This is an optimization exercise on Yosys and OpenROAD, whose aim is small area, a short achievable clock period and few clock cycles per item, not a production implementation.
At most, simulation tests tie the RTL to the original design; equivalence was not proved.
Power and IR drop assume default switching activity.

Setup of lane 1:
==> flow/design.v <==
`default_nettype none
package lkvc_pkg;
    localparam int MAX_ENTRIES = 16;
    localparam int KEY_BITS    = 16;
    localparam int VALUE_BITS  = 32;
    localparam int APB_ADDR_BITS = 2;
    localparam int APB_DATA_BITS = 32;
    localparam int CAP_BITS      = 5;
    localparam logic [CAP_BITS-1:0]      CAP_RESET        = 5'd16;
    localparam logic [APB_ADDR_BITS-1:0] REG_CAPACITY_ADR = 2'd0;
endpackage
`default_nettype wire
`default_nettype none
module lru_key_value_cache_unit #(
    parameter int MAX_ENTRIES = lkvc_pkg::MAX_ENTRIES,
    parameter int KEY_BITS    = lkvc_pkg::KEY_BITS,
    parameter int VALUE_BITS  = lkvc_pkg::VALUE_BITS,
    localparam int TDATA_W    = ((KEY_BITS + VALUE_BITS + 7) / 8) * 8
) (
    input  wire                                  aclk,
    input  wire                                  aresetn,
    input  wire                                  psel,
    input  wire                                  penable,
    input  wire                                  pwrite,
    input  wire  [lkvc_pkg::APB_ADDR_BITS-1:0]   paddr,
    input  wire  [lkvc_pkg::APB_DATA_BITS-1:0]   pwdata,
    output logic [lkvc_pkg::APB_DATA_BITS-1:0]   prdata,
    output logic                                 pready,
    input  wire                                  s_axis_tvalid,
    output logic                                 s_axis_tready,
    input  wire  [TDATA_W-1:0]                   s_axis_tdata,   
    input  wire  [0:0]                           s_axis_tuser,   
    output logic                                 m_axis_tvalid,
    input  wire                                  m_axis_tready,
    output logic [TDATA_W-1:0]                   m_axis_tdata,   
    output logic [1:0]                           m_axis_tuser    
);
    localparam int N = MAX_ENTRIES;
    localparam int CAP_BITS = lkvc_pkg::CAP_BITS;
    logic [CAP_BITS-1:0] cap_reg;
    logic                cfg_wr;
    assign pready = 1'b1;
    assign cfg_wr = psel && penable && pwrite && (paddr == lkvc_pkg::REG_CAPACITY_ADR);
    assign prdata = (paddr == lkvc_pkg::REG_CAPACITY_ADR)
                    ? lkvc_pkg::APB_DATA_BITS'(cap_reg) : '0;
    always_ff @(posedge aclk) begin
        if (!aresetn) begin
            cap_reg <= lkvc_pkg::CAP_RESET;
        end else if (cfg_wr) begin
            cap_reg <= pwdata[CAP_BITS-1:0];
        end
    end
    logic [N-1:0] capm;
    always_comb begin
        capm = '0;
        if (cap_reg == '0) begin
            capm[0] = 1'b1;
        end else if (int'(cap_reg) > N) begin
            capm[N-1] = 1'b1;
        end else begin
            capm[cap_reg - 1'b1] = 1'b1;
        end
    end
    logic                  r_valid;
    logic                  r_op;
    logic [KEY_BITS-1:0]   r_key;
    logic [VALUE_BITS-1:0] r_val;
    logic                  m_valid;
    logic                  m_hit;
    logic                  m_ev;
    logic [VALUE_BITS-1:0] m_val;
    logic [KEY_BITS-1:0]   m_evkey;
    logic stall, fire;
    assign stall         = m_valid && !m_axis_tready;
    assign fire          = r_valid && !stall;
    assign s_axis_tready = !(r_valid && stall);
    logic [KEY_BITS-1:0]   key_q [N];
    logic [VALUE_BITS-1:0] val_q [N];
    logic [N-1:0]          vld_q;
    logic [N-1:0]          eq_q;      
    logic                  full_q;    
    logic [N-1:0]          pre;       
    logic                  hit;
    logic                  grow;      
    logic [N-1:0]          capm_d;
    logic                  full_keep, full_grow;
    logic [N-1:0]          last;      
    logic [N-1:0]          pm;        
    logic [N-1:0]          en;        
    logic                  put_miss;
    logic                  evict;
    logic [VALUE_BITS-1:0] rd_val;
    logic [KEY_BITS-1:0]   ev_key;
    logic [N-1:0]          s_eq;      
    logic                  s_eq_r;    
    logic [N-1:0]          eq_d;
    always_comb begin
        for (int i = N - 1; i >= 0; i--) begin
            pre[i] = eq_q[i] || ((i < N - 1) ? pre[(i < N - 1) ? i + 1 : i] : 1'b0);
        end
        hit  = pre[0];
        for (int i = 0; i < N; i++) begin
            last[i] = vld_q[i] && ((i < N - 1) ? !vld_q[(i < N - 1) ? i + 1 : i] : 1'b1);
            pm[i]   = full_q ? vld_q[i] : ((i > 0) ? vld_q[(i > 0) ? i - 1 : i] : 1'b1);
        end
        put_miss = r_op && !hit;
        evict    = put_miss && full_q;
        grow     = fire && put_miss && !full_q;
        for (int i = 0; i < N; i++) begin
            en[i] = fire && (pre[i] || (put_miss && pm[i]));
        end
        rd_val = '0;
        ev_key = '0;
        for (int i = 0; i < N; i++) begin
            rd_val = rd_val | (eq_q[i] ? val_q[i] : '0);
            ev_key = ev_key | ((last[i] && evict) ? key_q[i] : '0);
        end
        s_eq_r = (s_axis_tdata[KEY_BITS-1:0] == r_key);
        for (int i = 0; i < N; i++) begin
            s_eq[i] = (s_axis_tdata[KEY_BITS-1:0] == key_q[i]);
        end
        for (int i = 0; i < N; i++) begin
            if (en[i]) begin
                eq_d[i] = (i == 0) ? s_eq_r : s_eq[(i > 0) ? i - 1 : i];
            end else begin
                eq_d[i] = vld_q[i] && s_eq[i];
            end
        end
    end
    always_ff @(posedge aclk) begin
        if (en[0]) begin
            key_q[0] <= r_key;
            val_q[0] <= r_op ? r_val : rd_val;
        end
        for (int i = 1; i < N; i++) begin
            if (en[i]) begin
                key_q[i] <= key_q[i-1];
                val_q[i] <= val_q[i-1];
            end
        end
    end
    always_ff @(posedge aclk) begin
        if (!aresetn) begin
            vld_q <= '0;
        end else if (grow) begin
            vld_q <= {vld_q[N-2:0], 1'b1};
        end
    end
    always_comb begin
        capm_d = capm;
        if (cfg_wr) begin
            capm_d = '0;
            if (pwdata[CAP_BITS-1:0] == '0) begin
                capm_d[0] = 1'b1;
            end else if (int'(pwdata[CAP_BITS-1:0]) > N) begin
                capm_d[N-1] = 1'b1;
            end else begin
                capm_d[pwdata[CAP_BITS-1:0] - 1'b1] = 1'b1;
            end
        end
        full_keep = |(capm_d & vld_q);
        full_grow = |(capm_d & {vld_q[N-2:0], 1'b1});
    end
    always_ff @(posedge aclk) begin
        if (!aresetn) begin
            full_q <= 1'b0;
        end else begin
            full_q <= grow ? full_grow : full_keep;
        end
    end
    always_ff @(posedge aclk) begin
        if (!aresetn) begin
            r_valid <= 1'b0;
        end else if (s_axis_tready) begin
            r_valid <= s_axis_tvalid;
        end
    end
    always_ff @(posedge aclk) begin
        if (s_axis_tready) begin
            r_op  <= s_axis_tuser[0];
            r_key <= s_axis_tdata[KEY_BITS-1:0];
            r_val <= s_axis_tdata[KEY_BITS +: VALUE_BITS];
            eq_q  <= eq_d;
        end
    end
    always_ff @(posedge aclk) begin
        if (!aresetn) begin
            m_valid <= 1'b0;
        end else if (!stall) begin
            m_valid <= r_valid;
        end
    end
    always_ff @(posedge aclk) begin
        if (!stall) begin
            m_hit    <= hit;
            m_ev     <= evict;
            m_val    <= r_op ? {VALUE_BITS{1'b0}} : rd_val;
            m_evkey  <= ev_key;
        end
    end
    assign m_axis_tvalid = m_valid;
    assign m_axis_tuser  = {m_ev, m_hit};
    assign m_axis_tdata  = TDATA_W'({m_evkey, m_val});
endmodule
`default_nettype wire
==> flow/config.mk <==
export PLATFORM = sky130hd
export DESIGN_NAME = lru_key_value_cache_unit
export DESIGN_NICKNAME = lru_key_value_cache_unit
export VERILOG_FILES = /design/flow/design.v
export SDC_FILE = /design/flow/constraint.sdc
export NUM_CORES = 4
export LEC_CHECK = 0
export ABC_CLOCK_PERIOD_IN_PS = 2500
export CAP_MARGIN = 20
export CORE_MARGIN = 2
export CORE_UTILIZATION = 40
export SETUP_SLACK_MARGIN = 1.5
export SLEW_MARGIN = 20
==> flow/constraint.sdc <==
create_clock -name core_clock -period 5.0 [get_ports {aclk}]
set_input_delay 1.0000 -clock core_clock [delete_from_list [all_inputs] [get_ports {aclk}]]
set_output_delay 1.0000 -clock core_clock [all_outputs]
set_load 0.01 [all_outputs]
run.sh (not shown) runs the stock make flow with config.mk's settings and CLKGATE_MAP_FILE= SYNTH_SCRIPT=/design/flow/synth_recipe.tcl, a recipe that flattens the netlist after the stock synthesis.
Lane 1 closes out successfully: all stages finished, all timing, DRC and antenna checks passed.
#### Input delta (lane 5 over lane 1)
--- a/flow/design.v
+++ b/flow/design.v
@@ -79,13 +79,12 @@
     logic [N-1:0]          vld_q;
     logic [N-1:0]          eq_q;      
     logic                  full_q;    
     logic [N-1:0]          pre;       
     logic                  hit;
     logic                  grow;      
-    logic [N-1:0]          capm_d;
     logic                  full_keep, full_grow;
     logic [N-1:0]          last;      
     logic [N-1:0]          pm;        
     logic [N-1:0]          en;        
     logic                  put_miss;
     logic                  evict;
@@ -144,25 +143,14 @@
             vld_q <= '0;
         end else if (grow) begin
             vld_q <= {vld_q[N-2:0], 1'b1};
         end
     end
     always_comb begin
-        capm_d = capm;
-        if (cfg_wr) begin
-            capm_d = '0;
-            if (pwdata[CAP_BITS-1:0] == '0) begin
-                capm_d[0] = 1'b1;
-            end else if (int'(pwdata[CAP_BITS-1:0]) > N) begin
-                capm_d[N-1] = 1'b1;
-            end else begin
-                capm_d[pwdata[CAP_BITS-1:0] - 1'b1] = 1'b1;
-            end
-        end
-        full_keep = |(capm_d & vld_q);
-        full_grow = |(capm_d & {vld_q[N-2:0], 1'b1});
+        full_keep = |(capm & vld_q);
+        full_grow = |(capm & {vld_q[N-2:0], 1'b1});
     end
     always_ff @(posedge aclk) begin
         if (!aresetn) begin
             full_q <= 1'b0;
         end else begin
             full_q <= grow ? full_grow : full_keep;
[summary]
Between lane 5 and lane 1, it is lane 5 whose die area is lower, by about 0.64%. Routed wire length for lane 5: 4.1% up relative to lane 1. Startpoint-to-endpoint class of the critical path: in -> reg -> lane 1, reg -> reg -> lane 5. Compared to lane 1, lane 5 has number of antenna repair diodes 2 lower. The final reports for lane 5 and lane 1 show ratio of final minimum period to clock period lower in the former. Relative to lane 1, the maximum vdd ir drop of lane 5 is higher by 0.046 mV.
Testbench counts of lane 5, summed over its fixed seeds: cycles 4,816, items 4,800.
No functional check of the RTL was part of lane 1.

## port drivers added, routing unchanged
How much do the figures lean on ideal ports? The routed layouts below were timed once more, with nothing changed but the port constraints. Step 1 (the two cells are an assumption about what drives the block):
set clk [get_ports {aclk}]
set_driving_cell -lib_cell sky130_fd_sc_hd__clkbuf_16 $clk
set_driving_cell -lib_cell sky130_fd_sc_hd__buf_2 [delete_from_list [all_inputs] $clk]
Step 2 adds t to the input delays and takes it off the output delays; t is the mean of the earliest and latest rising clock arrival at the registers after step 1. Input paths then give back, and output paths get back, about the clock's delay inside the block. Three values: no drivers, after step 1, after step 2; two values: the first two.
run | t, ns | slack for setup (ns) | worst slew at a driven data input, ns
lane 1 | 0.720 | 1.464 / 1.496 / 0.776 | 0.11
lane 5 | 0.744 | 1.640 / 1.640 / 1.049 | 0.06
After both steps every run listed still meets setup and hold. The setup slack of lane 1, which loses most, moves by +0.032 ns with the drivers and by -0.688 ns with both steps.
